Source: an optimization exercise on an open RTL-to-GDS flow (aim: small area, a short achievable clock period and few clock cycles). Production flows keep margins and buffers that such runs may drop. Only simulation tests tie the RTL to the original design; equivalence was not proved. Power is estimated from default activity; no workload was simulated.

==> design.v <==
package nphf_pkg;
  localparam int NSLOT = 64;
  localparam int IDX_W = 6;
  localparam int CS = 5;
  localparam int CW = 16 - CS;
  localparam logic [1:0] REG_BOND_DIST = 2'd0;
  localparam logic [1:0] REG_TOLERANCE = 2'd1;
  localparam logic [1:0] REG_HOP_AMP   = 2'd2;
  localparam logic [14:0] BOND_RESET = 15'd256;
  localparam logic [15:0] TOL_RESET  = 16'd655;
  localparam logic [15:0] HOP_RESET  = 16'd256;
  localparam logic [31:0] CUT_RESET  = 32'd16944896;   
  localparam logic [31:0] KLIM_RESET = 32'd66852;      
  localparam logic [11:0] RC_RESET   = 12'd9;          
  localparam logic [1:0] TK_CAND = 2'd0;
  localparam logic [1:0] TK_NULL = 2'd1;
  localparam logic [1:0] TK_DROP = 2'd2;
endpackage
module nphf_ctrl (
  input  logic        clk,
  input  logic        rst,
  input  logic        cfg_we,
  input  logic [1:0]  cfg_idx,
  input  logic [15:0] cfg_wdata,
  output logic [15:0] hop_amp,
  output logic [31:0] k_lim,
  output logic [11:0] r_coarse,
  output logic        busy
);
  logic [14:0] bond;
  logic [15:0] tol;
  logic [31:0] cut;
  logic        phase;
  logic [4:0]  it;
  logic        mbit;        
  logic [32:0] acc_sum;
  logic [16:0] r_round;
  logic [4:0]  it_next;
  assign acc_sum = {1'b0, k_lim} + (mbit ? {1'b0, cut} : 33'd0);
  assign r_round = {1'b0, cut[31:16]} + 17'd31;
  assign it_next = phase ? it + 5'd1 : it - 5'd1;
  always_ff @(posedge clk) begin
    if (rst) begin
      bond     <= nphf_pkg::BOND_RESET;
      tol      <= nphf_pkg::TOL_RESET;
      hop_amp  <= nphf_pkg::HOP_RESET;
      cut      <= nphf_pkg::CUT_RESET;
      k_lim    <= nphf_pkg::KLIM_RESET;
      r_coarse <= nphf_pkg::RC_RESET;
      busy     <= 1'b0;
      phase    <= 1'b0;
      it       <= '0;
      mbit     <= 1'b0;
    end else begin
      if (cfg_we) begin
        case (cfg_idx)
          nphf_pkg::REG_BOND_DIST: bond    <= cfg_wdata[14:0];
          nphf_pkg::REG_TOLERANCE: tol     <= cfg_wdata;
          nphf_pkg::REG_HOP_AMP:   hop_amp <= cfg_wdata;
          default: ;
        endcase
      end
      if (cfg_we && (cfg_idx == nphf_pkg::REG_BOND_DIST || cfg_idx == nphf_pkg::REG_TOLERANCE)) begin
        busy  <= 1'b1;
        phase <= 1'b0;
        it    <= 5'd14;
        cut   <= '0;
      end else if (busy) begin
        if (!phase) begin
          cut <= {cut[30:0], 1'b0} + (bond[it[3:0]] ? {15'd0, 1'b1, tol} : 32'd0);
          if (it == 5'd0) begin
            phase <= 1'b1;
            k_lim <= '0;
          end else begin
            it <= it_next;
          end
        end else begin
          k_lim <= acc_sum[32:1];
          it    <= it_next;
          if (it == 5'd31) begin
            busy     <= 1'b0;
            r_coarse <= r_round[16:5];
          end
        end
      end
      mbit <= phase ? cut[it_next] : (bond[it[3:0]] & tol[0]);
    end
  end
endmodule
module nphf_datapath (
  input  logic        clk,
  input  logic        rst,
  input  logic        point_valid,
  output logic        point_stall,
  input  logic [32:0] point_data,
  output logic        result_valid,
  input  logic        result_stall,
  output logic [30:0] result_data,
  input  logic        cfg_block,
  input  logic [15:0] hop_amp,
  input  logic [31:0] k_lim,
  input  logic [11:0] r_coarse
);
  localparam int CS = nphf_pkg::CS;
  localparam int CW = nphf_pkg::CW;
  localparam int NS = nphf_pkg::NSLOT;
  localparam int BW = CW + 2;    
  function automatic logic ge_b(input logic [BW-1:0] a, input logic [BW-1:0] b);
    logic c;
    c = 1'b1;
    for (int i = 0; i < BW; i++) begin
      c = (a[i] & ~b[i]) | (a[i] & c) | (~b[i] & c);
    end
    ge_b = c;
  endfunction
  typedef struct packed {
    logic [15:0]   x;
    logic [15:0]   y;
    logic          first;
    logic [BW-1:0] xlo;
    logic [BW-1:0] xhi1;
    logic [BW-1:0] ylo;
    logic [BW-1:0] yhi1;
  } pt_t;
  localparam logic [BW-1:0] FLIP = 1 << (BW-1);
  pt_t port_pt;
  logic [BW-1:0] cx_in, cy_in, rc_w;
  always_comb begin
    port_pt.x     = point_data[32:17];
    port_pt.y     = point_data[16:1];
    port_pt.first = point_data[0];
    cx_in = BW'($signed(point_data[32:17+CS]));
    cy_in = BW'($signed(point_data[16:1+CS]));
    rc_w  = BW'(r_coarse);
    port_pt.xlo  = (cx_in - rc_w) ^ FLIP;
    port_pt.xhi1 = (cx_in + rc_w + BW'(1)) ^ FLIP;
    port_pt.ylo  = (cy_in - rc_w) ^ FLIP;
    port_pt.yhi1 = (cy_in + rc_w + BW'(1)) ^ FLIP;
  end
  pt_t  in_r, q1_r, src;
  logic v_in, v_q1;
  logic stall_r;
  logic accept;
  logic entry;
  logic run;
  assign point_stall = stall_r;
  assign accept      = point_valid && !stall_r;
  always_ff @(posedge clk) begin
    if (!(v_in && v_q1 && !entry)) in_r <= port_pt;
    if (ld_q1)                     q1_r <= in_r;
  end
  logic [1:0] pts_next;
  always_comb begin
    pts_next = 2'(v_in) + 2'(v_q1) + 2'(accept) - 2'(entry);
  end
  always_ff @(posedge clk) begin
    if (rst) begin
      v_in    <= 1'b0;
      v_q1    <= 1'b0;
      stall_r <= 1'b0;
    end else begin
      v_in    <= (v_in && v_q1 && !entry) ? 1'b1 : accept;
      v_q1    <= v_q1_nx;
      stall_r <= (pts_next >= 2'd2) || cfg_block;
    end
  end
  assign src = v_q1 ? q1_r : in_r;
  logic [4*BW-1:0] bnd_r;
  logic            v_q1_nx, ld_q1;
  pt_t             q1_nx, in_nx;
  always_comb begin
    ld_q1   = !v_q1 || entry;
    v_q1_nx = v_q1 ? (entry ? v_in : 1'b1) : (entry ? 1'b0 : v_in);
    q1_nx   = ld_q1 ? in_r : q1_r;
    in_nx   = (v_in && v_q1 && !entry) ? in_r : port_pt;
  end
  always_ff @(posedge clk) begin
    bnd_r <= v_q1_nx ? {q1_nx.xlo, q1_nx.xhi1, q1_nx.ylo, q1_nx.yhi1}
                     : {in_nx.xlo, in_nx.xhi1, in_nx.ylo, in_nx.yhi1};
  end
  logic [NS-1:0][15:0] sx;
  logic [NS-1:0][15:0] sy;
  logic [NS-1:0]       occ;
  logic [6:0]          cnt;
  logic                wr_pend;
  logic [5:0]          cur_col;
  logic [15:0]         cur_x, cur_y;
  logic                cur_v, cur_drop;
  logic [NS-1:0]       mask;
  logic [NS-1:0] we_oh;
  always_comb begin
    for (int i = 0; i < NS; i++) we_oh[i] = wr_pend && (cur_col == 6'(i));
  end
  always_ff @(posedge clk) begin
    if (run) begin
      for (int i = 0; i < NS; i++) begin
        if (we_oh[i]) begin
          sx[i] <= cur_x;
          sy[i] <= cur_y;
        end
      end
    end
  end
  function automatic logic inbox(input logic [15:0] px, input logic [15:0] py,
                                 input logic [4*BW-1:0] bnd);
    logic [BW-1:0] cx, cy;
    cx = BW'($signed(px[15:CS])) ^ FLIP;
    cy = BW'($signed(py[15:CS])) ^ FLIP;
    inbox = ge_b(cx, bnd[4*BW-1:3*BW]) && !ge_b(cx, bnd[3*BW-1:2*BW])
         && ge_b(cy, bnd[2*BW-1:BW])   && !ge_b(cy, bnd[BW-1:0]);
  endfunction
  logic [NS-1:0]   filt;
  logic            byp;
  logic [NS-1:0]   new_mask;
  always_comb begin
    byp = inbox(cur_x, cur_y, bnd_r);
    for (int i = 0; i < NS; i++) begin
      filt[i] = we_oh[i] ? byp : inbox(sx[i], sy[i], bnd_r);
    end
    new_mask = src.first ? '0 : (occ & filt);
  end
  logic [NS-1:0] pre;       
  logic [NS-1:0] m_low, m_rest;
  logic          m_single, m_empty;
  logic [5:0]    m_idx;
  logic          src_v, src_full;
  always_comb begin
    logic [NS-1:0] p;
    logic [NS-1:0] t_any, t_mul;
    p = {mask[NS-2:0], 1'b0};
    for (int w = 1; w < NS; w = w * 2) begin
      p = p | (p << w);
    end
    pre    = p;
    m_low  = mask & ~pre;
    m_rest = mask & pre;
    t_any  = mask;
    t_mul  = '0;
    for (int w = 1; w < NS; w = w * 2) begin
      for (int i = 0; i < NS; i = i + 2 * w) begin
        t_mul[i] = t_mul[i] | t_mul[i + w] | (t_any[i] & t_any[i + w]);
        t_any[i] = t_any[i] | t_any[i + w];
      end
    end
    m_single = ~t_mul[0];
    m_empty  = ~t_any[0];
    for (int b = 0; b < 6; b++) begin
      logic [NS-1:0] sel;
      for (int i = 0; i < NS; i++) sel[i] = ((i >> b) & 1) == 1;
      m_idx[b] = |(m_low & sel);
    end
    src_v    = v_in || v_q1;
    src_full = !src.first && cnt[6];
    entry    = run && src_v && (!cur_v || m_single);
  end
  typedef struct packed {
    logic       v;
    logic       last;
    logic [1:0] kind;
    logic [5:0] idx;
    logic [5:0] col;
  } tok_t;
  tok_t        t1, t2, t3, t4, t5;
  logic [15:0] e1_px, e1_py;
  always_ff @(posedge clk) begin
    if (rst) begin
      cur_v   <= 1'b0;
      wr_pend <= 1'b0;
      cnt     <= '0;
      occ     <= '0;
      t1.v    <= 1'b0;
    end else if (run) begin
      t1.v <= cur_v;
      if (entry) begin
        cur_v <= 1'b1;
        if (src_full) begin
          wr_pend <= 1'b0;
        end else begin
          wr_pend <= 1'b1;
          cnt     <= src.first ? 7'd1 : cnt + 7'd1;
          occ     <= src.first ? NS'(1) : {occ[NS-2:0], 1'b1};
        end
      end else begin
        wr_pend <= 1'b0;
        if (m_single) cur_v <= 1'b0;
      end
    end
  end
  always_ff @(posedge clk) begin
    if (run) begin
      t1.last <= m_single;
      t1.kind <= cur_drop ? nphf_pkg::TK_DROP : (m_empty ? nphf_pkg::TK_NULL : nphf_pkg::TK_CAND);
      t1.idx  <= m_idx;
      t1.col  <= cur_col;
      e1_px   <= cur_x;
      e1_py   <= cur_y;
      if (entry) begin
        mask     <= src_full ? '0 : new_mask;
        cur_drop <= src_full;
        cur_col  <= src.first ? 6'd0 : cnt[5:0];
        cur_x    <= src.x;
        cur_y    <= src.y;
      end else begin
        mask <= m_rest;
      end
    end
  end
  logic [NS-1:0] rd_sel;
  logic [15:0]   rd_x, rd_y;
  always_comb begin
    for (int i = 0; i < NS; i++) rd_sel[i] = (t1.idx == 6'(i));
    rd_x = '0;
    rd_y = '0;
    for (int i = 0; i < NS; i++) begin
      rd_x = rd_x | (sx[i] & {16{rd_sel[i]}});
      rd_y = rd_y | (sy[i] & {16{rd_sel[i]}});
    end
  end
  logic [15:0] e2_rx, e2_ry, e2_px, e2_py;
  always_ff @(posedge clk) begin
    if (rst) begin
      t2.v <= 1'b0;
      t3.v <= 1'b0;
      t4.v <= 1'b0;
      t5.v <= 1'b0;
    end else if (run) begin
      t2.v <= t1.v;
      t3.v <= t2.v;
      t4.v <= t3.v;
      t5.v <= t4.v;
    end
  end
  always_ff @(posedge clk) begin
    if (run) begin
      t2[14:0] <= t1[14:0];
      t3[14:0] <= t2[14:0];
      t4[14:0] <= t3[14:0];
      t5[14:0] <= t4[14:0];
      e2_rx <= rd_x;
      e2_ry <= rd_y;
      e2_px <= e1_px;
      e2_py <= e1_py;
    end
  end
  logic [16:0] dx1, dx2, dy1, dy2;
  logic [15:0] e3_ax, e3_ay;
  always_comb begin
    dx1 = {e2_rx[15], e2_rx} - {e2_px[15], e2_px};
    dx2 = {e2_px[15], e2_px} - {e2_rx[15], e2_rx};
    dy1 = {e2_ry[15], e2_ry} - {e2_py[15], e2_py};
    dy2 = {e2_py[15], e2_py} - {e2_ry[15], e2_ry};
  end
  always_ff @(posedge clk) begin
    if (run) begin
      e3_ax <= dx1[16] ? dx2[15:0] : dx1[15:0];
      e3_ay <= dy1[16] ? dy2[15:0] : dy1[15:0];
    end
  end
  logic [15:0] e4_xhh, e4_xhl, e4_xll, e4_yhh, e4_yhl, e4_yll;
  function automatic logic [15:0] sq8(input logic [7:0] a);
    logic [15:0] s;
    s = '0;
    for (int i = 0; i < 8; i++) begin
      logic [15:0] r;
      r = '0;
      r[2*i] = a[i];
      for (int j = i + 1; j < 8; j++) r[i+j+1] = a[i] & a[j];
      s = s + r;
    end
    sq8 = s;
  endfunction
  function automatic logic [15:0] mul8(input logic [7:0] a, input logic [7:0] b);
    logic [15:0] s;
    s = '0;
    for (int i = 0; i < 8; i++) begin
      s = s + ((a[i] ? {8'd0, b} : 16'd0) << i);
    end
    mul8 = s;
  endfunction
  always_ff @(posedge clk) begin
    if (run) begin
      e4_xhh <= sq8(e3_ax[15:8]);
      e4_xhl <= mul8(e3_ax[15:8], e3_ax[7:0]);
      e4_xll <= sq8(e3_ax[7:0]);
      e4_yhh <= sq8(e3_ay[15:8]);
      e4_yhl <= mul8(e3_ay[15:8], e3_ay[7:0]);
      e4_yll <= sq8(e3_ay[7:0]);
    end
  end
  logic [32:0] e5_r2;
  always_ff @(posedge clk) begin
    if (run) begin
      e5_r2 <= {1'b0, e4_xhh, 16'd0} + {8'd0, e4_xhl, 9'd0} + {17'd0, e4_xll}
             + {1'b0, e4_yhh, 16'd0} + {8'd0, e4_yhl, 9'd0} + {17'd0, e4_yll};
    end
  end
  tok_t t6;
  logic e6_match;
  always_ff @(posedge clk) begin
    if (rst) begin
      t6.v <= 1'b0;
    end else if (run) begin
      t6.v <= t5.v;
    end
  end
  always_ff @(posedge clk) begin
    if (run) begin
      t6[14:0] <= t5[14:0];
      e6_match <= (e5_r2 <= {1'b0, k_lim}) && (t5.kind == nphf_pkg::TK_CAND);
    end
  end
  logic        pend_v;
  logic [5:0]  pend_row;
  logic [1:0]  np;
  logic [14:0] p0, p1;
  logic        pend_v_next;
  always_comb begin
    np          = 2'd0;
    p0          = '0;
    p1          = '0;
    pend_v_next = pend_v;
    if (run && t6.v) begin
      if (t6.kind == nphf_pkg::TK_DROP) begin
        np = 2'd1;
        p0 = {6'd0, 6'd0, 1'b0, 1'b1, 1'b1};
      end else if (!t6.last) begin
        if (e6_match) begin
          pend_v_next = 1'b1;
          if (pend_v) begin
            np = 2'd1;
            p0 = {pend_row, t6.col, 1'b1, 1'b0, 1'b0};
          end
        end
      end else begin
        pend_v_next = 1'b0;
        if (pend_v && e6_match) begin
          np = 2'd2;
          p0 = {pend_row, t6.col, 1'b1, 1'b0, 1'b0};
          p1 = {t6.idx, t6.col, 1'b1, 1'b0, 1'b1};
        end else if (pend_v) begin
          np = 2'd1;
          p0 = {pend_row, t6.col, 1'b1, 1'b0, 1'b1};
        end else if (e6_match) begin
          np = 2'd1;
          p0 = {t6.idx, t6.col, 1'b1, 1'b0, 1'b1};
        end else begin
          np = 2'd1;
          p0 = {6'd0, t6.col, 1'b0, 1'b0, 1'b1};
        end
      end
    end
  end
  always_ff @(posedge clk) begin
    if (rst) begin
      pend_v <= 1'b0;
    end else begin
      pend_v <= pend_v_next;
    end
  end
  always_ff @(posedge clk) begin
    if (run && t6.v && !t6.last && e6_match) begin
      pend_row <= t6.idx;
    end
  end
  logic [3:0][14:0] qi;
  logic [3:0][14:0] qi_next;
  logic [2:0]       qn, qn_next;
  logic             pop;
  logic [2:0]       qm;
  logic [15:0]      q0_hop;
  always_comb begin
    pop = result_valid && !result_stall;
    qm  = qn - 3'(pop);
    for (int k = 0; k < 4; k++) begin
      qi_next[k] = qi[k];
      if (3'(k) < qm) begin
        if (pop && k < 3) qi_next[k] = qi[(k < 3) ? k + 1 : k];
      end else if (3'(k) == qm && np != 2'd0) begin
        qi_next[k] = p0;
      end else if (3'(k) == qm + 3'd1 && np == 2'd2) begin
        qi_next[k] = p1;
      end
    end
    qn_next = qm + 3'(np);
  end
  always_ff @(posedge clk) begin
    if (rst) begin
      qn           <= '0;
      result_valid <= 1'b0;
      run          <= 1'b1;
    end else begin
      qn           <= qn_next;
      result_valid <= (qn_next != 3'd0);
      run          <= (qn_next <= 3'd2);
    end
  end
  always_ff @(posedge clk) begin
    qi     <= qi_next;
    q0_hop <= qi_next[0][2] ? hop_amp : 16'd0;
  end
  assign result_data = {qi[0][14:3], q0_hop, qi[0][2:0]};
endmodule
module neighbor_pair_hopping_finder_top (
  input  logic        clk,
  input  logic        rst,
  input  logic        point_valid,
  output logic        point_stall,
  input  logic [32:0] point_data,
  output logic        result_valid,
  input  logic        result_stall,
  output logic [30:0] result_data,
  input  logic        cfg_valid,
  output logic        cfg_ready,
  input  logic [1:0]  cfg_index,
  input  logic [15:0] cfg_data
);
  logic        cfg_we_r;
  logic [1:0]  cfg_idx_r;
  logic [15:0] cfg_data_r;
  logic [15:0] hop_amp;
  logic [31:0] k_lim;
  logic [11:0] r_coarse;
  logic        busy;
  logic        cfg_block;
  assign cfg_ready = 1'b1;
  always_ff @(posedge clk) begin
    if (rst) begin
      cfg_we_r <= 1'b0;
    end else begin
      cfg_we_r <= cfg_valid;
    end
    cfg_idx_r  <= cfg_index;
    cfg_data_r <= cfg_data;
  end
  assign cfg_block = (cfg_valid && !cfg_index[1])
                  || (cfg_we_r && !cfg_idx_r[1])
                  || busy;
  nphf_ctrl u_ctrl (
    .clk       (clk),
    .rst       (rst),
    .cfg_we    (cfg_we_r),
    .cfg_idx   (cfg_idx_r),
    .cfg_wdata (cfg_data_r),
    .hop_amp   (hop_amp),
    .k_lim     (k_lim),
    .r_coarse  (r_coarse),
    .busy      (busy)
  );
  nphf_datapath u_datapath (
    .clk          (clk),
    .rst          (rst),
    .point_valid  (point_valid),
    .point_stall  (point_stall),
    .point_data   (point_data),
    .result_valid (result_valid),
    .result_stall (result_stall),
    .result_data  (result_data),
    .cfg_block    (cfg_block),
    .hop_amp      (hop_amp),
    .k_lim        (k_lim),
    .r_coarse     (r_coarse)
  );
endmodule
==> run.sh <==
#!/bin/bash
# synth_recipe.tcl (not shown) runs the flow's synth.tcl, then flattens the netlist and writes it again
# the make line also repeats each setting of config.mk as NAME=value (left out here)
make -C /OpenROAD-flow-scripts/flow DESIGN_CONFIG=/design/flow/config.mk WORK_HOME=/design/flow/orfs CLKGATE_MAP_FILE= SYNTH_SCRIPT=/design/flow/synth_recipe.tcl finish
==> config.mk <==
export PLATFORM = sky130hd
export DESIGN_NAME = neighbor_pair_hopping_finder_top
export DESIGN_NICKNAME = neighbor_pair_hopping_finder_top
export VERILOG_FILES = /design/flow/design.v
export SDC_FILE = /design/flow/constraint.sdc
export NUM_CORES = 4
export LEC_CHECK = 0
export ABC_CLOCK_PERIOD_IN_PS = 3500
export CAP_MARGIN = 35
export CELL_PAD_IN_SITES_DETAIL_PLACEMENT = 2
export CELL_PAD_IN_SITES_GLOBAL_PLACEMENT = 2
export CORE_MARGIN = 2
export CORE_UTILIZATION = 30
export PLACE_DENSITY = 0.45
export SETUP_SLACK_MARGIN = 5
export SLEW_MARGIN = 35
==> constraint.sdc <==
create_clock -name core_clock -period 10.0 [get_ports {clk}]
set_input_delay 2.0000 -clock core_clock [delete_from_list [all_inputs] [get_ports {clk}]]
set_output_delay 2.0000 -clock core_clock [all_outputs]
set_load 0.01 [all_outputs]
==> summary.txt, run 1 <==
STA
  – RSZ-0062 raised after global routing: yes
  – Setup TNS: 0 ns
  – Rel. slew slack: 0.2676
  – Final Max Slew Viols: 0
  – Hold WS: approximately 0.41 ns
  – Max frequency: approximately 180 MHz
  – Final hold vios: 0
  – Period minus WS final: around 5.5 ns
  – Final period utilization: 0.5451
  – Clk_skew: 0.1389 ns
  – Setup Viol. Count Final: 0
  – Worst slew pin tran: ~1.1 ns

Die
  – Die Wd: 753.2 µm
  – Initial core utilization: 0.3006
  – Num rows: ~280
  – Io pins: 90
  – Die Height: 753.2 µm
  – Core area: between 500000 and 600000 µm²
  – Full die area: 567400 µm²

Synthesis
  – #FFs+latches synth: 3037
  – Avg Inst Size Synth: 11.07 µm²
  – Synth area leaders: edfxtp_1 47%, maj3_1 5.2%, dfxtp_1 4.9%
  – Post-synthesis async set-or-reset flop share: 0
  – Top_reg_cell synth: edfxtp_1
  – Syn Nets: between 15000 and 20000
  – Mapped Area: between 150000 and 200000 µm²
  – Top cell type's share of synthesized area: 0.4682
  – Netlist cell types: about 110
  – Synth area leader: edfxtp_1
  – Number of enable flip-flop cells after synthesis: 2626
  – Mapped Cells: 15219
  – Synth warnings: 3
  – Sequential-to-total area share from yosys stat: 0.5171

Worst setup path
  – CP Capture Point: u_datapath.mask[58]
  – WS Path Type: flop to flop
  – Worst path cell trace: buf_4 > inv_2 > buf_4 > o22ai_1 > nand2_1 > o2111ai_1 > nor3_2 > nand3_1 > a21oi_1 > a31oi_1 > o21ai_1
  – Arrival time worst endpoint: ~6.4 ns
  – Worst EP required: approximately 11 ns
  – CP startpoint: u_datapath.bnd_r[47]
  – Slowest stage delay, CP: approximately 0.92 ns
  – Critical register-to-register path endpoint: u_datapath.mask[58]
  – Startpoint types: flop
  – Worst path slowest cell: nor3_2
  – Most frequent CP cell: buf_4
  – Worst Reg-to-Reg Cells: 11
  – Setup slack, reg-to-reg: roughly 4.5 ns
  – R2r startpoint: u_datapath.bnd_r[47]
  – Worst Path Max Fanout: 38
  – Critical path capture point type: flop

Power and ir drop
  – Total design power: around 60 mW
  – Pwr/cell area: roughly 300 nW/µm²
  – Maximum VDD drop: 0.0005901 V
  – Leakage power: approximately 68 nW

Global routing
  – Largest net degree at the start of global routing: slightly above 90
  – GRT overflow: 0
  – Initial antenna violation count: around 220
  – GRT Util Overall: 0.4118
  – Vias in the first global route: roughly 150k
  – First-pass GRT wire length: about 1600000 µm

Clock network
  – H-tree depth: 5
  – CTS Buf Count: between 300 and 400
  – CTS tree: yes
  – Sink Count: roughly 3000
  – Hold-fix buffers at CTS: 0
  – Clock latency on the worst-skew pair: about 1.1 ns
  – Worst-path clk slew: 0.07 ns
  – CTS max path bufs: 4
  – Root Driver: clkbuf_16

Placed design
  – I/O Buffers: 88
  – Gpl congestion: ~1.0
  – Post-DP HPWL: slightly below 900000 µm
  – Area after DPL: roughly 180000 µm²

Route
  – DRT iter0 DRCs: roughly 24000
  – First drt pass iteration count: 9
  – Post-DR wirelength/cell: about 51 µm
  – Total routed wirelength: about 1200000 µm
  – Drt via density: about 6.6
  – Post-DRT Antenna Nets: 0
  – # DRC: 0
  – Via count: ~160k

Cells and area
  – Fillers: around 60000
  – NumNets Final: ~16000
  – Proportion of layout cells with a drive suffix above 1: 0.1393
  – Register area: roughly 87000 µm²
  – Post-layout util: 0.3546
  – Design area: ~200000 µm²
  – Most frequent cells in the layout: 2626 x edfxtp_1, 966 x nand2_1, 908 x inv_1
  – Commonest non-fill, non-tap cell in the layout: edfxtp_1
  – Multi-input gate area: 76470 µm²
  – P&R area growth vs syn: 17.96%

Run status
  – Outcome: timing/DRC/antenna clean

Run
  – Max Cap Viol: 0

Hold path
  – Hold Crit Class: flop to flop
## how the worst min path moves through the flow
stage | end | from | slack [ns] | cells past startpoint
2_1_floorplan | u_datapath.e2_px[0] | u_datapath.e1_px[0] | 0.40 | 0
3_3_place_gp | u_datapath.t6[8] | u_datapath.t5[8] | 0.40 | 0
6_report | u_datapath.e2_px[10] | u_datapath.e1_px[10] | 0.41 | 0
4_1_cts | u_datapath.e2_px[10] | u_datapath.e1_px[10] | 0.37 | 0
5_1_grt | u_datapath.e2_px[10] | u_datapath.e1_px[10] | 0.38 | 0
3_5_place_dp | u_datapath.e2_py[8] | u_datapath.e1_py[8] | 0.41 | 0
## metrics by stage
stage,worst slack [ns],std cells
finish,4.549,23666
global route,4.839,23593
CTS,4.924,23220
detailed placement,3.950,22405
global placement,3.495,22352
floorplan,4.584,15219
## cells in the mapped netlist (40+ instances only)
| cell | instances |
|---|---|
| a22o_1 | 569 |
| o21a_1 | 56 |
| o22ai_1 | 236 |
| nand4_1 | 200 |
| nor3b_1 | 40 |
| nand3b_1 | 42 |
| a221oi_1 | 616 |
| clkbuf_1 | 738 |
| maj3_1 | 869 |
| nand2b_1 | 342 |
| buf_2 | 59 |
| and3_1 | 49 |
| a22oi_1 | 160 |
| mux2_2 | 151 |
| nand3_1 | 205 |
| xnor2_1 | 161 |
| nor2b_1 | 224 |
| a211oi_1 | 156 |
| buf_1 | 162 |
| nand2_1 | 985 |
| a21oi_1 | 880 |
| nor4_1 | 50 |
| xor2_1 | 74 |
| edfxtp_1 | 2626 |
| or4_1 | 49 |
| and2_1 | 201 |
| ha_1 | 436 |
| o31ai_1 | 47 |
| o21ai_1 | 46 |
| o2111ai_1 | 134 |
| maj3_2 | 116 |
| o21ai_0 | 605 |
| a21o_1 | 145 |
| nor2_1 | 912 |
| dfxtp_1 | 411 |
| o221ai_1 | 82 |
| nor3_1 | 179 |
| o211ai_1 | 114 |
| a31oi_1 | 122 |
| o21bai_1 | 61 |
| or3_1 | 53 |
| fa_1 | 152 |
| inv_1 | 939 |
| a2111oi_0 | 134 |
## report_power, final
group	switching [mW]	internal (mW)	total, mW
registers	1.38	16.2	17.5
logic	17.9	9.96	27.9
clock network	6.41	8.42	14.8
## logic make-up after synthesis
family / after synthesis / share of synthesized area
other: 1 / 0.00002227
muxes: 193 / 0.01356
DFF: 3037 / 0.5171
buffers and inverters: 1948 / 0.04482
adders and majority gates: 1573 / 0.1099
AOI/OAI and AO/OA: 4619 / 0.1971
and+or+nand+nor: 3613 / 0.1053
xor gates and xnor gates: 235 / 0.01222
## registers in the layout, indices dropped and copies added, names as in the netlist, 32 cells and up
signal / count
u_datapath.sx: 1024
u_datapath.sy: 1024
u_datapath.in_r: 85
u_datapath.q1_r: 85
u_datapath.mask: 64
u_datapath.occ: 64
u_datapath.qi: 60
u_datapath.bnd_r: 52
u_datapath.e5_r2: 33
u_ctrl.cut: 32
u_ctrl.k_lim: 32
## per-layer routing
layer	wire, µm	GRT usage	up-vias
met5	971	0.001347	-
met4	100200	0.2742	68
met3	132600	0.1282	2881
met2	519700	0.6172	10572
met1	464000	0.5092	83630
li1	-	-	59654
## worst max-delay path, delay by kind of cell (launching register included)
kind | cells | cell delay [ns]
and+or+nand+nor | 3 | 2.17
buffers and inverters | 3 | 1.07
AOI/OAI and AO/OA | 5 | 1.68
DFF | 1 | 0.31
## final cells by class
cell class,count,area share
multi-input cells,10235,0.3850
inverters,953,0.01815
flip-flops and latches,3037,0.4388
repair buffers,861,0.04061
clock inverters,240,0.01309
diodes,386,0.004862
well taps,7479,0.04711
clock buffers,475,0.05239
## what timing repair did
| item | CTS | global route |
|---|---|---|
| buffers inserted | 100 | 35 |
| gates resized for setup | 108 | 133 |
| pin swaps | 21 | 66 |
| gates cloned | 0 | 1 |
| setup endpoints to repair | 176 | 205 |
Testbench counts, summed over its fixed seeds: cycles 9,798.
==> inputs of run 2 (changes only) <==
--- a/design.v
+++ b/design.v
@@ -33,10 +33,20 @@
   logic        phase;
-  logic [4:0]  it;
-  logic        mbit;        
-  logic [32:0] acc_sum;
+  logic [3:0]  it;
+  logic [1:0]  mdig;        
+  logic [3:0]  it_next;
+  logic [16:0] vmul;        
+  logic [1:0]  bdig;        
+  logic [31:0] cut_next;
+  logic [33:0] acc_sum;
   logic [16:0] r_round;
-  logic [4:0]  it_next;
-  assign acc_sum = {1'b0, k_lim} + (mbit ? {1'b0, cut} : 33'd0);
-  assign r_round = {1'b0, cut[31:16]} + 17'd31;
-  assign it_next = phase ? it + 5'd1 : it - 5'd1;
+  always_comb begin
+    vmul     = {1'b1, tol};
+    bdig     = {(it == 4'd7) ? 1'b0 : bond[{it[2:0], 1'b1}], bond[{it[2:0], 1'b0}]};
+    cut_next = {cut[29:0], 2'b00} + (bdig[0] ? 32'(vmul) : 32'd0)
+                                  + (bdig[1] ? {14'd0, vmul, 1'b0} : 32'd0);
+    acc_sum  = {2'b00, k_lim} + (mdig[0] ? {2'b00, cut} : 34'd0)
+                              + (mdig[1] ? {1'b0, cut, 1'b0} : 34'd0);
+    r_round  = {1'b0, cut[31:16]} + 17'd31;
+    it_next  = phase ? it + 4'd1 : it - 4'd1;
+  end
   always_ff @(posedge clk) begin
@@ -52,3 +62,3 @@
       it       <= '0;
-      mbit     <= 1'b0;
+      mdig     <= '0;
     end else begin
@@ -65,3 +75,3 @@
         phase <= 1'b0;
-        it    <= 5'd14;
+        it    <= 4'd7;
         cut   <= '0;
@@ -69,4 +79,4 @@
         if (!phase) begin
-          cut <= {cut[30:0], 1'b0} + (bond[it[3:0]] ? {15'd0, 1'b1, tol} : 32'd0);
-          if (it == 5'd0) begin
+          cut <= cut_next;
+          if (it == 4'd0) begin
             phase <= 1'b1;
@@ -77,5 +87,5 @@
         end else begin
-          k_lim <= acc_sum[32:1];
+          k_lim <= acc_sum[33:2];
           it    <= it_next;
-          if (it == 5'd31) begin
+          if (it == 4'd15) begin
             busy     <= 1'b0;
@@ -85,3 +95,3 @@
       end
-      mbit <= phase ? cut[it_next] : (bond[it[3:0]] & tol[0]);
+      mdig <= phase ? {cut[{it_next, 1'b1}], cut[{it_next, 1'b0}]} : cut_next[1:0];
     end
==> run 2 against run 1 <==
Flip-flop and latch count unchanged. Via count down 1.9%. Maximum frequency grew 2.0%. Register-to-register slack better by 0.11 ns. Cell area up 0.68%. Worst setup slack gained 0.11 ns.
==> summary.txt, run 2 <==
Run status
  – Outcome: timing/DRC/antenna clean (unchanged)

Worst setup path
  – WS Path Type: flop to flop (unchanged)
  – Startpoint types: flop (unchanged)
  – Worst Path Max Fanout: 28 (was 38)
  – Critical path capture point type: flop (unchanged)
  – Arrival time worst endpoint: 6.08 ns (was 6.35 ns)
  – Worst EP required: 10.74 ns (was 10.90 ns)

Power and ir drop
  – Maximum VDD drop: 0.0007367 V (was 0.0005901 V)
  – Comb pwr share: 0.498 (was 0.462)
  – Switch share: 0.4431 (was 0.4265)
  – Switching power: 28.13 mW (was 25.69 mW)
  – Clock power share: 0.230 (was 0.246)
  – Int Power: 35.35 mW (was 34.54 mW)
  – Share of power burned in registers: 0.271 (was 0.291)
  – Leakage power: 69.04 nW (was 68.49 nW)
  – Pwr/cell area: 317.4 nW/µm² (was 303.2 nW/µm²)

STA
  – Max frequency: 187.2 MHz (was 183.4 MHz)
  – Setup TNS: 0 ns (unchanged)
  – Final Max Slew Viols: 0 (unchanged)
  – Final hold vios: 0 (unchanged)
  – Final period utilization: 0.5343 (was 0.5451)
  – Final setup margin: 4.657 ns (was 4.549 ns)
  – Clk_skew: 0.1578 ns (was 0.1389 ns)
  – Period minus WS final: 5.343 ns (was 5.451 ns)
  – RSZ-0062 raised after global routing: yes (unchanged)
  – Worst slew pin tran: 1.120 ns (was 1.096 ns)
  – Setup Viol. Count Final: 0 (unchanged)
  – Rel. slew slack: 0.2440 (was 0.2676)

Route
  – Drt via density: 6.553 (was 6.626)
  – Total routed wirelength: 1192000 µm (was 1217000 µm)
  – # DRC: 0 (unchanged)
  – Post-DRT Antenna Nets: 0 (unchanged)
  – DRT iter0 DRCs: 22924 (was 23655)
  – Post-DR wirelength/cell: 50.77 µm (was 51.44 µm)
  – Via count: 153814 (was 156805)
  – First drt pass iteration count: 7 (was 9)

Global routing
  – Vias in the first global route: 149694 (was 151581)
  – GRT overflow: 0 (unchanged)
  – First-pass GRT wire length: 1531000 µm (was 1559000 µm)
  – Initial antenna violation count: 185 (was 215)
  – GRT Util Overall: 0.4035 (was 0.4118)
  – Largest net degree at the start of global routing: 144 (was 91)

Clock network
  – Worst-path clk slew: 0.06 ns (was 0.07 ns)
  – Sink Count: 3037 (unchanged)
  – CTS max path bufs: 4 (unchanged)
  – CTS Buf Count: 389 (was 386)
  – H-tree depth: 5 (unchanged)
  – CTS tree: yes (unchanged)
  – Clock latency on the worst-skew pair: 1.13 ns (was 1.10 ns)
  – Root Driver: clkbuf_16 (unchanged)
  – Hold-fix buffers at CTS: 0 (unchanged)

Cells and area
  – Proportion of layout cells with a drive suffix above 1: 0.1522 (was 0.1393)
  – NumNets Final: 16091 (was 16118)
  – Top Registers: u_datapath.sx: 1024 flops, u_datapath.sy: 1024 flops (unchanged)
  – P&R area growth vs syn: 18.79% (was 17.96%)
  – Commonest non-fill, non-tap cell in the layout: edfxtp_1 (unchanged)
  – Most frequent cells in the layout: 2626 x edfxtp_1, 956 x nand2_1, 930 x maj3_1 (was 2626 x edfxtp_1, 966 x nand2_1, 908 x inv_1)

Synthesis
  – Sequential-to-total area share from yosys stat: 0.5172 (was 0.5171)
  – Synth area leaders: edfxtp_1 47%, maj3_1 5.6%, dfxtp_1 4.9% (was edfxtp_1 47%, maj3_1 5.2%, dfxtp_1 4.9%)
  – Top-count cell post-synth: edfxtp_1 (unchanged)
  – Syn Nets: 15739 (was 15863)
  – #FFs+latches synth: 3037 (unchanged)
  – Avg Inst Size Synth: 11.19 µm² (was 11.07 µm²)
  – Synth warnings: 3 (unchanged)
  – Mapped Cells: 15046 (was 15219)
  – Top cell type's share of synthesized area: 0.4683 (was 0.4682)
  – Synth area leader: edfxtp_1 (unchanged)
  – Top_reg_cell synth: edfxtp_1 (unchanged)
  – Netlist cell types: 105 (was 111)
  – Synth top cells by count: 2626 x edfxtp_1, 974 x nand2_1, 935 x maj3_1 (was 2626 x edfxtp_1, 985 x nand2_1, 939 x inv_1)
  – Number of enable flip-flop cells after synthesis: 2626 (unchanged)
  – Post-synthesis async set-or-reset flop share: 0 (unchanged)
  – Mapped Area: 168400 µm² (about the same)

Die
  – Io pins: 90 (unchanged)
  – Initial core utilization: 0.3008 (was 0.3006)
  – Die Height: 753.2 µm (about the same)
  – Core area: 559800 µm² (was 560200 µm²)
  – Num rows: 275 (unchanged)
  – Die Wd: 753.2 µm (about the same)
  – Full die area: 567200 µm² (was 567400 µm²)

Placed design
  – Post-DP HPWL: 866600 µm (was 875500 µm)
  – Setup slack after placement: 3.614 ns (was 3.950 ns)
  – Gpl congestion: 1.033 (was 1.037)
  – I/O Buffers: 88 (unchanged)

Run
  – Max Cap Viol: 0 (unchanged)

Hold path
  – Hold Crit Class: flop to flop (unchanged)
[run 2: cell types whose count changed after synthesis, sizes merged, moves of 26 or more]
cell	before	now
o21a	56	110
buf	254	210
o22ai	236	190
maj3	985	1099
fa	152	198
a2111oi	138	112
a221oi	618	569
o21ai	651	618
nor3	179	148
nand3	206	179
[run 2: critical path, cell delays in order (launching register included)]
cell      delay, ns
dfxtp_1        0.36
buf_8          0.32
inv_4          0.19
buf_6          0.26
buf_6          0.26
a221oi_2       0.53
o221ai_1       0.23
a32oi_1        0.58
a21oi_1        0.09
nor3_1         0.16
a211oi_1       0.14
a22oi_2        0.81
nand4_1        0.51
o21ai_1        0.48
[run 2: worst paths after layout]
path,cells past startpoint,endpoint,slack (ns),from
worst max-delay path,13,u_datapath.mask[59],4.66,u_datapath.bnd_r[2]
worst min-delay path,0,u_datapath.e2_py[12],0.41,u_datapath.e1_py[12]
worst max register to register,13,u_datapath.mask[59],4.66,u_datapath.bnd_r[2]
worst min register to register,0,u_datapath.e2_py[12],0.41,u_datapath.e1_py[12]
[run 2: per-stage QoR]
step | cells | cell area [µm²] | hold slack (ns) | utilization | power [mW]
after floorplan | 15046 | 168700 | 0.4003 | - | 31.85
after detailed placement | 22265 | 182500 | 0.4056 | 0.3259 | 45.73
final | 23471 | 200000 | 0.4131 | 0.3573 | 63.48
after global routing | 23401 | 199800 | 0.4143 | 0.3570 | 66.12
after global placement | 22181 | 180300 | 0.4011 | 0.3220 | 45.02
after CTS | 23131 | 197500 | 0.4079 | 0.3528 | 61.71
[run 2: what timing repair did]
| item | in CTS | in global routing |
|---|---|---|
| resized for setup | 229 | 198 |
| setup buffers | 136 | 58 |
| endpoints found under the setup margin | 301 | 151 |
| gates cloned | 3 | 2 |
| pin swaps | 36 | 115 |
[run 2: routing by layer]
layer,track usage,share of wire
met1,0.5092,0.39
met3,0.1172,0.11
met4,0.2736,0.081
met5,0.001094,0.00070
met2,0.5966,0.42
[run 2: final cells by class]
class | count | area [µm²]
Antenna cell | 258 | 645.6
Clock buffer | 499 | 10500
Clock inverter | 228 | 2261
Fill cell | 58523 | 359800
Inverter | 959 | 3690
Multi-Input combinational cell | 10077 | 77240
Sequential cell | 3037 | 87160
Tap cell | 7479 | 9358
Timing Repair Buffer | 934 | 9163
[run 2: power by group through the flow]
stage	combinational [mW]	clock [mW]	sequential (mW)
final	31.6	14.6	17.2
after floorplan	14.7	0	17.1
after detailed placement	27.8	0	17.9
after CTS	29.6	14.8	17.3
after global placement	27.1	0	17.9
after global routing	33.6	15.2	17.3
[run 2: logic make-up (layout without fill, tap and decap cells)]
logic type,after synthesis,after routing,synth area share
buf+inv,1934,2620,0.04442
compound gates,4446,4446,0.1894
xor+xnor,223,223,0.01160
fa+ha+maj,1736,1736,0.1227
mux,212,212,0.01460
simple gates,3457,3459,0.1000
other cells,1,259,0.00002227
flops,3037,3037,0.5172
Testbench counts of run 2, summed over its fixed seeds: cycles 9,614.
==> inputs of run 3 (changes only) <==
--- a/design.v
+++ b/design.v
@@ -231,31 +231,47 @@
   end
-  logic [NS-1:0] pre;       
-  logic [NS-1:0] m_low, m_rest;
-  logic          m_single, m_empty;
-  logic [5:0]    m_idx;
+  logic [NS-1:0] pa, pb;    
+  logic [NS-1:0] m_low1, m_low2, m_rest;
+  logic          m_le2, m_empty, m_two;
+  logic [5:0]    m_idx1, m_idx2;
   logic          src_v, src_full;
   always_comb begin
-    logic [NS-1:0] p;
-    logic [NS-1:0] t_any, t_mul;
-    p = {mask[NS-2:0], 1'b0};
+    logic [NS-1:0] a, b, an, bn;
+    logic [NS-1:0] r1, r2, r3, n1, n2, n3;
+    a = {mask[NS-2:0], 1'b0};
+    b = '0;
     for (int w = 1; w < NS; w = w * 2) begin
-      p = p | (p << w);
-    end
-    pre    = p;
-    m_low  = mask & ~pre;
-    m_rest = mask & pre;
-    t_any  = mask;
-    t_mul  = '0;
+      an = a | (a << w);
+      bn = b | (b << w) | (a & (a << w));
+      a  = an;
+      b  = bn;
+    end
+    pa     = a;
+    pb     = b;
+    m_low1 = mask & ~pa;
+    m_low2 = mask & pa & ~pb;
+    m_rest = mask & pb;
+    r1 = mask;
+    r2 = '0;
+    r3 = '0;
     for (int w = 1; w < NS; w = w * 2) begin
+      n1 = r1;
+      n2 = r2;
+      n3 = r3;
       for (int i = 0; i < NS; i = i + 2 * w) begin
-        t_mul[i] = t_mul[i] | t_mul[i + w] | (t_any[i] & t_any[i + w]);
-        t_any[i] = t_any[i] | t_any[i + w];
+        n1[i] = r1[i] | r1[i + w];
+        n2[i] = r2[i] | r2[i + w] | (r1[i] & r1[i + w]);
+        n3[i] = r3[i] | r3[i + w] | (r1[i] & r2[i + w]) | (r2[i] & r1[i + w]);
       end
-    end
-    m_single = ~t_mul[0];
-    m_empty  = ~t_any[0];
-    for (int b = 0; b < 6; b++) begin
+      r1 = n1;
+      r2 = n2;
+      r3 = n3;
+    end
+    m_empty = ~r1[0];
+    m_two   = r2[0];
+    m_le2   = ~r3[0];
+    for (int bt = 0; bt < 6; bt++) begin
       logic [NS-1:0] sel;
-      for (int i = 0; i < NS; i++) sel[i] = ((i >> b) & 1) == 1;
-      m_idx[b] = |(m_low & sel);
+      for (int i = 0; i < NS; i++) sel[i] = ((i >> bt) & 1) == 1;
+      m_idx1[bt] = |(m_low1 & sel);
+      m_idx2[bt] = |(m_low2 & sel);
     end
@@ -263,3 +279,3 @@
     src_full = !src.first && cnt[6];
-    entry    = run && src_v && (!cur_v || m_single);
+    entry    = run && src_v && (!cur_v || m_le2);
   end
@@ -269,3 +285,5 @@
     logic [1:0] kind;
-    logic [5:0] idx;
+    logic [5:0] idx1;
+    logic       v2;
+    logic [5:0] idx2;
     logic [5:0] col;
@@ -294,3 +312,3 @@
         wr_pend <= 1'b0;
-        if (m_single) cur_v <= 1'b0;
+        if (m_le2) cur_v <= 1'b0;
       end
@@ -300,5 +318,7 @@
     if (run) begin
-      t1.last <= m_single;
+      t1.last <= m_le2;
       t1.kind <= cur_drop ? nphf_pkg::TK_DROP : (m_empty ? nphf_pkg::TK_NULL : nphf_pkg::TK_CAND);
-      t1.idx  <= m_idx;
+      t1.idx1 <= m_idx1;
+      t1.v2   <= m_two && !cur_drop;
+      t1.idx2 <= m_idx2;
       t1.col  <= cur_col;
@@ -317,14 +337,22 @@
   end
-  logic [NS-1:0] rd_sel;
-  logic [15:0]   rd_x, rd_y;
+  logic [NS-1:0] rd_sel1, rd_sel2;
+  logic [15:0]   rd_x1, rd_y1, rd_x2, rd_y2;
   always_comb begin
-    for (int i = 0; i < NS; i++) rd_sel[i] = (t1.idx == 6'(i));
-    rd_x = '0;
-    rd_y = '0;
     for (int i = 0; i < NS; i++) begin
-      rd_x = rd_x | (sx[i] & {16{rd_sel[i]}});
-      rd_y = rd_y | (sy[i] & {16{rd_sel[i]}});
+      rd_sel1[i] = (t1.idx1 == 6'(i));
+      rd_sel2[i] = (t1.idx2 == 6'(i));
+    end
+    rd_x1 = '0;
+    rd_y1 = '0;
+    rd_x2 = '0;
+    rd_y2 = '0;
+    for (int i = 0; i < NS; i++) begin
+      rd_x1 = rd_x1 | (sx[i] & {16{rd_sel1[i]}});
+      rd_y1 = rd_y1 | (sy[i] & {16{rd_sel1[i]}});
+      rd_x2 = rd_x2 | (sx[i] & {16{rd_sel2[i]}});
+      rd_y2 = rd_y2 | (sy[i] & {16{rd_sel2[i]}});
     end
   end
-  logic [15:0] e2_rx, e2_ry, e2_px, e2_py;
+  localparam int TW = 23;   
+  logic [15:0] e2_rx1, e2_ry1, e2_rx2, e2_ry2, e2_px, e2_py;
   always_ff @(posedge clk) begin
@@ -344,27 +372,31 @@
     if (run) begin
-      t2[14:0] <= t1[14:0];
-      t3[14:0] <= t2[14:0];
-      t4[14:0] <= t3[14:0];
-      t5[14:0] <= t4[14:0];
-      e2_rx <= rd_x;
-      e2_ry <= rd_y;
-      e2_px <= e1_px;
-      e2_py <= e1_py;
-    end
-  end
-  logic [16:0] dx1, dx2, dy1, dy2;
-  logic [15:0] e3_ax, e3_ay;
-  always_comb begin
-    dx1 = {e2_rx[15], e2_rx} - {e2_px[15], e2_px};
-    dx2 = {e2_px[15], e2_px} - {e2_rx[15], e2_rx};
-    dy1 = {e2_ry[15], e2_ry} - {e2_py[15], e2_py};
-    dy2 = {e2_py[15], e2_py} - {e2_ry[15], e2_ry};
-  end
+      t2[TW-2:0] <= t1[TW-2:0];
+      t3[TW-2:0] <= t2[TW-2:0];
+      t4[TW-2:0] <= t3[TW-2:0];
+      t5[TW-2:0] <= t4[TW-2:0];
+      e2_rx1 <= rd_x1;
+      e2_ry1 <= rd_y1;
+      e2_rx2 <= rd_x2;
+      e2_ry2 <= rd_y2;
+      e2_px  <= e1_px;
+      e2_py  <= e1_py;
+    end
+  end
+  function automatic logic [15:0] absdiff(input logic [15:0] a, input logic [15:0] b);
+    logic [16:0] d1, d2;
+    d1 = {a[15], a} - {b[15], b};
+    d2 = {b[15], b} - {a[15], a};
+    absdiff = d1[16] ? d2[15:0] : d1[15:0];
+  endfunction
+  logic [15:0] e3_ax1, e3_ay1, e3_ax2, e3_ay2;
   always_ff @(posedge clk) begin
     if (run) begin
-      e3_ax <= dx1[16] ? dx2[15:0] : dx1[15:0];
-      e3_ay <= dy1[16] ? dy2[15:0] : dy1[15:0];
+      e3_ax1 <= absdiff(e2_rx1, e2_px);
+      e3_ay1 <= absdiff(e2_ry1, e2_py);
+      e3_ax2 <= absdiff(e2_rx2, e2_px);
+      e3_ay2 <= absdiff(e2_ry2, e2_py);
     end
   end
-  logic [15:0] e4_xhh, e4_xhl, e4_xll, e4_yhh, e4_yhl, e4_yll;
+  logic [15:0] e4_xhh1, e4_xhl1, e4_xll1, e4_yhh1, e4_yhl1, e4_yll1;
+  logic [15:0] e4_xhh2, e4_xhl2, e4_xll2, e4_yhh2, e4_yhl2, e4_yll2;
   function automatic logic [15:0] sq8(input logic [7:0] a);
@@ -391,15 +423,23 @@
     if (run) begin
-      e4_xhh <= sq8(e3_ax[15:8]);
-      e4_xhl <= mul8(e3_ax[15:8], e3_ax[7:0]);
-      e4_xll <= sq8(e3_ax[7:0]);
-      e4_yhh <= sq8(e3_ay[15:8]);
-      e4_yhl <= mul8(e3_ay[15:8], e3_ay[7:0]);
-      e4_yll <= sq8(e3_ay[7:0]);
+      e4_xhh1 <= sq8(e3_ax1[15:8]);
+      e4_xhl1 <= mul8(e3_ax1[15:8], e3_ax1[7:0]);
+      e4_xll1 <= sq8(e3_ax1[7:0]);
+      e4_yhh1 <= sq8(e3_ay1[15:8]);
+      e4_yhl1 <= mul8(e3_ay1[15:8], e3_ay1[7:0]);
+      e4_yll1 <= sq8(e3_ay1[7:0]);
+      e4_xhh2 <= sq8(e3_ax2[15:8]);
+      e4_xhl2 <= mul8(e3_ax2[15:8], e3_ax2[7:0]);
+      e4_xll2 <= sq8(e3_ax2[7:0]);
+      e4_yhh2 <= sq8(e3_ay2[15:8]);
+      e4_yhl2 <= mul8(e3_ay2[15:8], e3_ay2[7:0]);
+      e4_yll2 <= sq8(e3_ay2[7:0]);
     end
   end
-  logic [32:0] e5_r2;
+  logic [32:0] e5_r2a, e5_r2b;
   always_ff @(posedge clk) begin
     if (run) begin
-      e5_r2 <= {1'b0, e4_xhh, 16'd0} + {8'd0, e4_xhl, 9'd0} + {17'd0, e4_xll}
-             + {1'b0, e4_yhh, 16'd0} + {8'd0, e4_yhl, 9'd0} + {17'd0, e4_yll};
+      e5_r2a <= {1'b0, e4_xhh1, 16'd0} + {8'd0, e4_xhl1, 9'd0} + {17'd0, e4_xll1}
+              + {1'b0, e4_yhh1, 16'd0} + {8'd0, e4_yhl1, 9'd0} + {17'd0, e4_yll1};
+      e5_r2b <= {1'b0, e4_xhh2, 16'd0} + {8'd0, e4_xhl2, 9'd0} + {17'd0, e4_xll2}
+              + {1'b0, e4_yhh2, 16'd0} + {8'd0, e4_yhl2, 9'd0} + {17'd0, e4_yll2};
     end
@@ -407,3 +447,3 @@
   tok_t t6;
-  logic e6_match;
+  logic e6_ma, e6_mb;
   always_ff @(posedge clk) begin
@@ -417,4 +457,5 @@
     if (run) begin
-      t6[14:0] <= t5[14:0];
-      e6_match <= (e5_r2 <= {1'b0, k_lim}) && (t5.kind == nphf_pkg::TK_CAND);
+      t6[TW-2:0] <= t5[TW-2:0];
+      e6_ma <= (e5_r2a <= {1'b0, k_lim}) && (t5.kind == nphf_pkg::TK_CAND);
+      e6_mb <= (e5_r2b <= {1'b0, k_lim}) && t5.v2;
     end
@@ -424,9 +465,25 @@
   logic [1:0]  np;
-  logic [14:0] p0, p1;
+  logic [14:0] p0, p1, p2;
   logic        pend_v_next;
+  logic [5:0]  pend_row_next;
+  logic [1:0]  nm;
+  logic [5:0]  row0, row1, row2, row_last;
   always_comb begin
-    np          = 2'd0;
-    p0          = '0;
-    p1          = '0;
-    pend_v_next = pend_v;
+    np            = 2'd0;
+    p0            = '0;
+    p1            = '0;
+    p2            = '0;
+    pend_v_next   = pend_v;
+    pend_row_next = pend_row;
+    nm            = 2'(pend_v) + 2'(e6_ma) + 2'(e6_mb);
+    row0 = t6.idx2;
+    row1 = t6.idx2;
+    row2 = t6.idx2;
+    if (pend_v) begin
+      row0 = pend_row;
+      row1 = e6_ma ? t6.idx1 : t6.idx2;
+    end else if (e6_ma) begin
+      row0 = t6.idx1;
+    end
+    row_last = (nm == 2'd3) ? row2 : ((nm == 2'd2) ? row1 : row0);
     if (run && t6.v) begin
@@ -436,8 +493,8 @@
       end else if (!t6.last) begin
-        if (e6_match) begin
-          pend_v_next = 1'b1;
-          if (pend_v) begin
-            np = 2'd1;
-            p0 = {pend_row, t6.col, 1'b1, 1'b0, 1'b0};
-          end
+        if (nm != 2'd0) begin
+          pend_v_next   = 1'b1;
+          pend_row_next = row_last;
+          np            = nm - 2'd1;
+          p0            = {row0, t6.col, 1'b1, 1'b0, 1'b0};
+          p1            = {row1, t6.col, 1'b1, 1'b0, 1'b0};
         end
@@ -445,15 +502,10 @@
         pend_v_next = 1'b0;
-        if (pend_v && e6_match) begin
-          np = 2'd2;
-          p0 = {pend_row, t6.col, 1'b1, 1'b0, 1'b0};
-          p1 = {t6.idx, t6.col, 1'b1, 1'b0, 1'b1};
-        end else if (pend_v) begin
-          np = 2'd1;
-          p0 = {pend_row, t6.col, 1'b1, 1'b0, 1'b1};
-        end else if (e6_match) begin
-          np = 2'd1;
-          p0 = {t6.idx, t6.col, 1'b1, 1'b0, 1'b1};
-        end else begin
+        if (nm == 2'd0) begin
           np = 2'd1;
           p0 = {6'd0, t6.col, 1'b0, 1'b0, 1'b1};
+        end else begin
+          np = nm;
+          p0 = {row0, t6.col, 1'b1, 1'b0, nm == 2'd1};
+          p1 = {row1, t6.col, 1'b1, 1'b0, nm == 2'd2};
+          p2 = {row2, t6.col, 1'b1, 1'b0, 1'b1};
         end
@@ -470,12 +522,11 @@
   always_ff @(posedge clk) begin
-    if (run && t6.v && !t6.last && e6_match) begin
-      pend_row <= t6.idx;
-    end
+    pend_row <= pend_row_next;
   end
-  logic [3:0][14:0] qi;
-  logic [3:0][14:0] qi_next;
-  logic [2:0]       qn, qn_next;
-  logic             pop;
-  logic [2:0]       qm;
-  logic [15:0]      q0_hop;
+  localparam int QD = 5;
+  logic [QD-1:0][14:0] qi;
+  logic [QD-1:0][14:0] qi_next;
+  logic [2:0]          qn, qn_next;
+  logic                pop;
+  logic [2:0]          qm;
+  logic [15:0]         q0_hop;
   always_comb begin
@@ -483,10 +534,12 @@
     qm  = qn - 3'(pop);
-    for (int k = 0; k < 4; k++) begin
+    for (int k = 0; k < QD; k++) begin
       qi_next[k] = qi[k];
       if (3'(k) < qm) begin
-        if (pop && k < 3) qi_next[k] = qi[(k < 3) ? k + 1 : k];
+        if (pop && k < QD - 1) qi_next[k] = qi[(k < QD - 1) ? k + 1 : k];
       end else if (3'(k) == qm && np != 2'd0) begin
         qi_next[k] = p0;
-      end else if (3'(k) == qm + 3'd1 && np == 2'd2) begin
+      end else if (3'(k) == qm + 3'd1 && np >= 2'd2) begin
         qi_next[k] = p1;
+      end else if (3'(k) == qm + 3'd2 && np == 2'd3) begin
+        qi_next[k] = p2;
       end
@@ -503,3 +556,3 @@
       result_valid <= (qn_next != 3'd0);
-      run          <= (qn_next <= 3'd2);
+      run          <= (qn_next <= 3'(QD - 3));
     end
--- a/config.mk
+++ b/config.mk
@@ -9,7 +9,4 @@
 export CAP_MARGIN = 35
-export CELL_PAD_IN_SITES_DETAIL_PLACEMENT = 2
-export CELL_PAD_IN_SITES_GLOBAL_PLACEMENT = 2
 export CORE_MARGIN = 2
-export CORE_UTILIZATION = 30
-export PLACE_DENSITY = 0.45
+export CORE_UTILIZATION = 55
 export SETUP_SLACK_MARGIN = 5
==> run 3 against run 2 <==
The run now fails in 5_1_grt. Area after synthesis grew 23%. Synthesized cell count grew 29%.
==> summary.txt, run 3 <==
Clock network
  – CTS max path bufs: 4 (unchanged)
  – H-tree depth: 5 (unchanged)
  – CTS Buf Count: 358 (was 389)
  – Root Driver: clkbuf_16 (unchanged)
  – Sink Count: 3283 (was 3037)

Run status
  – Failed at: 5_1_grt
  – Outcome: aborted with a tool error (was timing/DRC/antenna clean)
  – Error msg: [ERROR GRT-0116] Global routing finished with congestion. Check the congestion regions in the DRC Viewer.

Synthesis
  – Mapped Cells: 19429 (was 15046)
  – #FFs+latches synth: 3283 (was 3037)
  – Number of enable flip-flop cells after synthesis: 2872 (was 2626)
  – Synth area leaders: edfxtp_1 42%, maj3_1 6.2%, ha_1 4.7% (was edfxtp_1 47%, maj3_1 5.6%, dfxtp_1 4.9%)
  – Avg Inst Size Synth: 10.62 µm² (was 11.19 µm²)
  – Top cell type's share of synthesized area: 0.4179 (was 0.4683)
  – Top_reg_cell synth: edfxtp_1 (unchanged)
  – Syn Nets: 20599 (was 15739)
  – Synth warnings: 3 (unchanged)
  – Top-count cell post-synth: edfxtp_1 (unchanged)
  – Netlist cell types: 105 (unchanged)
  – Synth area leader: edfxtp_1 (unchanged)
  – Mapped Area: 206400 µm² (was 168400 µm²)
  – Sequential-to-total area share from yosys stat: 0.4578 (was 0.5172)
  – Synth top cells by count: 2872 x edfxtp_1, 1277 x maj3_1, 1219 x nand2_1 (was 2626 x edfxtp_1, 974 x nand2_1, 935 x maj3_1)
  – Post-synthesis async set-or-reset flop share: 0 (unchanged)

Placed design
  – Gpl congestion: 1.254 (was 1.033)
  – Post-DP HPWL: 969300 µm (was 866600 µm)
  – I/O Buffers: 88 (unchanged)
  – Placed Cells: 23825 (was 22265)
  – Area after DPL: 216300 µm² (was 182500 µm²)

Die
  – Initial core utilization: 0.5536 (was 0.3008)
  – Die Wd: 616.5 µm (was 753.2 µm)
  – Num rows: 224 (was 275)
  – Die Height: 616.5 µm (was 753.2 µm)
  – Io pins: 90 (unchanged)

Global routing
  – GRT Util Overall: 0.8040
  – First-pass GRT wire length: around 2100000 µm
  – Largest net degree at the start of global routing: 180
  – Vias in the first global route: 216790
  – GRT overflow: 26
run 3: changes by cell type after synthesis, moves of 146 or more:
cell,previous run,this run
edfxtp_1,2626,2872
o21ai_0,544,697
a22o_1,553,1038
clkbuf_1,765,1144
nand4_1,180,332
inv_1,931,1203
a221oi_1,568,1077
maj3_2,164,1
ha_1,439,771
nand2_1,974,1219
nor2_1,899,1045
maj3_1,935,1277
run 3: routing by layer:
layer  GRT usage  overflow
met5      0.5234         1
met4      0.7736        16
met3      0.6880         1
met2      0.9137         5
met1      0.8224         3
run 3: timing repair:
action                     in CTS
gates resized for setup       223
cloned                          6
hold buffers                    0
pin swaps                      44
setup endpoints to repair     335
setup buffers                 197
run 3: how the worst max path moves through the flow:
stage / end / slack (ns) / cells after the start
after floorplan: u_datapath.q1_r[52] / 2.91 / 12
after global placement: u_datapath.bnd_r[13] / 3.18 / 10
after detailed placement: u_datapath.qi[22] / 3.61 / 12
after CTS: u_datapath.mask[2] / 4.99 / 13
run 3: cell families after synthesis:
logic type	after synthesis	share of synthesized area
adder cells (fa/ha/maj)	2392	0.1420
buffers and inverters	2582	0.04758
XOR/XNOR	353	0.01498
AO/OA/AOI/OAI	5905	0.2099
multiplexers	270	0.01447
AND/OR/NAND/NOR	4643	0.1132
flip-flops	3283	0.4578
other	1	0.00001817
run 3: per-stage QoR:
step / util / power, mW / hold WS [ns] / worst slack (ns)
floorplan: - / 48.41 / 0.4003 / 2.911
global placement: 0.5770 / 62.41 / 0.4004 / 3.184
detailed placement: 0.5804 / 64.39 / 0.4045 / 3.605
CTS: 0.6205 / 81.42 / 0.3973 / 4.989
run 3: power groups by stage:
stage	logic [mW]	clock network, mW	registers, mW
4_1_cts	46.3	14.2	21.0
3_5_place_dp	42.7	0	21.7
3_3_place_gp	40.9	0	21.5
2_1_floorplan	28.2	0	20.3
Testbench counts of run 3, summed over its fixed seeds: cycles 6,730.

[static timing again, ports no longer ideal]
In the flow no input, the clock included, has a driving cell. The finished layouts below were timed again as built, in two steps.
Step 1 assumes that a clkbuf_16 drives the clock port and a buf_2 every other input.
Step 2 also shifts input and output timing later by t, the mid clock arrival at the registers, as if the neighbouring blocks saw the same clock.
a / b / c = ideal ports / drivers / drivers and shift; a / b = the first two.
run	shift t [ns]	slack for setup (ns)	worst setup path at the end
run 1	1.168	4.549 / 4.549 / 4.490	input to register
run 2	1.183	4.657 / 4.657 / 4.079	input to register
After both steps setup and hold are still met in every run listed. For run 2, which loses most, drivers alone change the setup slack by 0.000 ns; drivers and shift together by -0.578 ns.
